What follows belongs to an exercise in optimizing a design on an open flow for small area, a short achievable clock period and few clock cycles per item; a production flow would make more cautious choices. Only simulation tests tie the RTL to the original design; equivalence was not proved.

wip/willow:
==> flow/design.v (excerpt) <==
module min_max_normalize_top #(
  parameter int MAX_ELEMENTS = 64
) (
  input  wire logic        clk,
  input  wire logic        rst,
  input  wire logic        push,
  output logic             full,
  input  wire logic [32:0] item,     
  output logic             empty,
  input  wire logic        pop,
  output logic [33:0]      result    
);
  localparam int N = MAX_ELEMENTS + 2;
  localparam int T = N - 2;
  localparam int J = 4;
  logic        ins;
  logic [31:0] din;
  logic [31:0] tap;
  logic        at_head;
  logic        d_wr;
  logic [69:0] d_wdata;
  logic [63:0] d_cur;
  logic        d_cur_v;
  logic        en;
  logic        cons;
  logic        dpop;
  logic        is_last;
  logic [31:0] d_min;
  logic [31:0] d_max;
  logic [31:0] offset;
  logic        off_co;
  logic [31:0] span;
  logic        span_co;
  logic        d_pt;
  logic [31:0] d_spx;
  assign {d_min, d_max} = d_cur;
  assign d_pt  = (d_max == d_min);
  assign d_spx = d_pt ? d_min : span;
  logic at_head_n;
  logic d_cur_v_n;
  logic ready_q;
  always_ff @(posedge clk) begin
    ready_q <= at_head_n && d_cur_v_n;
  end
  assign cons = ready_q && en;
  assign dpop = cons && is_last;
  mmn_front #(
    .N(N),
    .J(J)
  ) u_front (
    .clk(clk),
    .rst(rst),
    .push(push),
    .item(item),
    .full(full),
    .cons(cons),
    .dpop(dpop),
    .ins(ins),
    .din(din),
    .at_head(at_head),
    .at_head_n(at_head_n),
    .d_wr(d_wr),
    .d_data(d_wdata)
  );
  mmn_store #(
    .N(N),
    .T(T)
  ) u_store (
    .clk(clk),
    .ins(ins),
    .din(din),
    .tap(tap)
  );
  mmn_job_fifo #(
    .J(J - 1),
    .W(70)
  ) u_jobs (
    .clk(clk),
    .rst(rst),
    .wr_en(d_wr),
    .wr_data(d_wdata),
    .cons(cons),
    .cur_v(d_cur_v),
    .cur_v_n(d_cur_v_n),
    .cur(d_cur),
    .is_last(is_last)
  );
  mmn_add #(
    .W(32)
  ) u_off (
    .a(tap),
    .b(~d_min),
    .cin(1'b1),
    .s(offset),
    .co(off_co)
  );
  mmn_add #(
    .W(32)
  ) u_span (
    .a(d_max),
    .b(~d_min),
    .cin(1'b1),
    .s(span),
    .co(span_co)
  );
  mmn_back u_back (
    .clk(clk),
    .rst(rst),
    .in_v(cons),
    .in_rem(offset),
    .in_sp(d_spx),
    .in_pt(d_pt),
    .in_last(is_last),
    .en(en),
    .pop(pop),
    .empty(empty),
    .result(result)
  );
endmodule
Size in the first run: ~3,800 flip-flops, roughly 0.13 mm² of cells after synthesis.
export LEC_CHECK = 0
export CAP_MARGIN = 20
export CORE_MARGIN = 2
export CORE_UTILIZATION = 45
export CTS_CLUSTER_DIAMETER = 90
export CTS_CLUSTER_SIZE = 28
export PLACE_DENSITY = 0.65
export SETUP_SLACK_MARGIN = 5.0
export SLEW_MARGIN = 20
create_clock -name core_clock -period 8.0 [get_ports {clk}]
standard.sh (not shown) runs the stock make flow with config.mk's settings and CLKGATE_MAP_FILE= SYNTH_SCRIPT=/design/flow/synth_recipe.tcl, a recipe that flattens the netlist after the stock synthesis.
==> flow/flow/run.sh <==
#!/bin/bash
# Layout flow: the standard layout (standard.sh, all of ORFS's own steps and
# scripts), except that synthesis maps the logic with a delay-targeted ABC
# script (flow/abc_speed.script) in place of ORFS's abc_speed.script.
# make's output goes to flow_make.log; ORFS keeps each tool's log under orfs/logs.
set -euo pipefail
WORK=$(cd "$(dirname "$0")/.." && pwd)
cd "$WORK"
rm -rf "$WORK/scripts_abc"
cp -r "$FLOW_HOME/scripts" "$WORK/scripts_abc"
cp "$WORK/flow/abc_speed.script" "$WORK/scripts_abc/abc_speed.script"
bash "$WORK/standard.sh" "SCRIPTS_DIR=$WORK/scripts_abc" finish > "$WORK/flow_make.log" 2>&1
==> flow/flow/abc_speed.script <==
strash
dch -f
map -D 2200
buffer -p
upsize -D 2200
Testbench counts of wip/willow, summed over its fixed seeds: cycles 9,932, items 9,268.
The following lists how wip/pepper was set up differently from wip/willow:
Settings: a change of PLACE_DENSITY from 0.65 to 0.6.
==> notes.md <==
Compare wip/pepper and wip/willow | core utilization higher: wip/pepper
Against wip/willow, wip/pepper comes in 0.03 ns lower on clock network latency to the later pin of the worst-skew pair.
Re number of setup violations in the final report: no difference whatsoever between wip/willow and wip/pepper.
## Diff of input files: wip/indigo against wip/pepper
Settings: swapping 28 for 24 in CTS_CLUSTER_SIZE; swapping 90 for 80 in CTS_CLUSTER_DIAMETER; swapping 5.0 for 4.9 in SETUP_SLACK_MARGIN.
[summary]
As far as total negative setup slack goes, wip/indigo and wip/pepper are indistinguishable; the numbers are identical. ~same final design area excluding fillers in wip/indigo and wip/pepper. Between wip/indigo and wip/pepper, the clock network latency to the later pin of the worst-skew pair does not differ in any meaningful way. From wip/pepper to wip/indigo the numbers moved as follows: number of multi-input logic gates saw little to no change; instance count on the critical path saw an increase.
## Diff of input files: wip/cedar against wip/indigo
Settings: SETUP_SLACK_MARGIN: 4.9 -> 5.0.
Findings:
- Hold slack across wip/cedar and wip/indigo: no real change.
- Wire length: wip/cedar and wip/indigo compared, lower one is wip/indigo
- Total non-filler cell area in the finished layout of wip/cedar exceeds that of wip/indigo slightly.
- The largest fanout on the critical path number comes out lower for wip/cedar vs wip/indigo.
- The higher sequential share of layout area came out of wip/indigo.
- wip/cedar vs wip/indigo, slowest library cell on the worst path: sky130_fd_sc_hd__edfxtp_1 vs sky130_fd_sc_hd__bufbuf_16
- Re highest clock rate: wip/cedar is 9.5 MHz up on wip/indigo.
- Looking at endpoint arrival time on the critical path, wip/cedar sits 0.13 ns above wip/indigo.
diff inputs: wip/cedar => wip/xenon
Settings: CTS_CLUSTER_DIAMETER now 90, was 80; CTS_CLUSTER_SIZE now 28, was 24.
==> flow/flow/abc_speed.script <==
strash
dch -f
map -D 2000
buffer -p
upsize -D 2000
[summary]
wip/xenon reached the end of the flow, and the finished layout is clean on the timing, DRC and antenna checks.
Re fraction of area in registers: wip/xenon and wip/cedar aren't equal, and the higher value belongs to wip/xenon.
Relative to wip/cedar, final core area utilization has gone down in wip/xenon.
Final cell area: wip/xenon below wip/cedar
Post-synthesis to final-layout area growth came out lower on wip/xenon than on wip/cedar.

port drivers added, routing unchanged:
Ports are ideal in the flow. The routed layouts listed here were re-timed in OpenROAD.
Step 1 (the two cells are an assumption about what drives the block):
set clk [get_ports {clk}]
set_driving_cell -lib_cell sky130_fd_sc_hd__clkbuf_16 $clk
set_driving_cell -lib_cell sky130_fd_sc_hd__buf_2 [delete_from_list [all_inputs] $clk]
Step 2 also shifts input and output timing later by t, the mid clock arrival at the registers, as if the neighbouring blocks saw the same clock.
Slacks: ideal / step 1 / step 2; pairs: ideal / step 1.
| run | t (ns) | setup WS [ns] | hold WS [ns] | cell pins on the clock port's net |
|---|---|---|---|---|
| wip/willow | 0.961 | 4.964 / 4.906 / 4.216 | 0.285 / 0.285 / 0.285 | 1 |
| wip/pepper | 0.948 | 5.011 / 4.921 / 4.157 | 0.287 / 0.287 / 0.287 | 1 |
| wip/indigo | 0.972 | 4.891 / 4.893 / 3.984 | 0.286 / 0.286 / 0.286 | 1 |
| wip/cedar | 0.971 | 4.980 / 4.897 / 4.268 | 0.287 / 0.287 / 0.287 | 1 |
| wip/xenon | 0.948 | 4.984 / 4.892 / 4.198 | 0.288 / 0.288 / 0.288 | 1 |
After both steps setup and hold are still met in every run listed. For wip/indigo, which loses most, drivers alone change the setup slack by +0.002 ns; drivers and shift together by -0.907 ns.
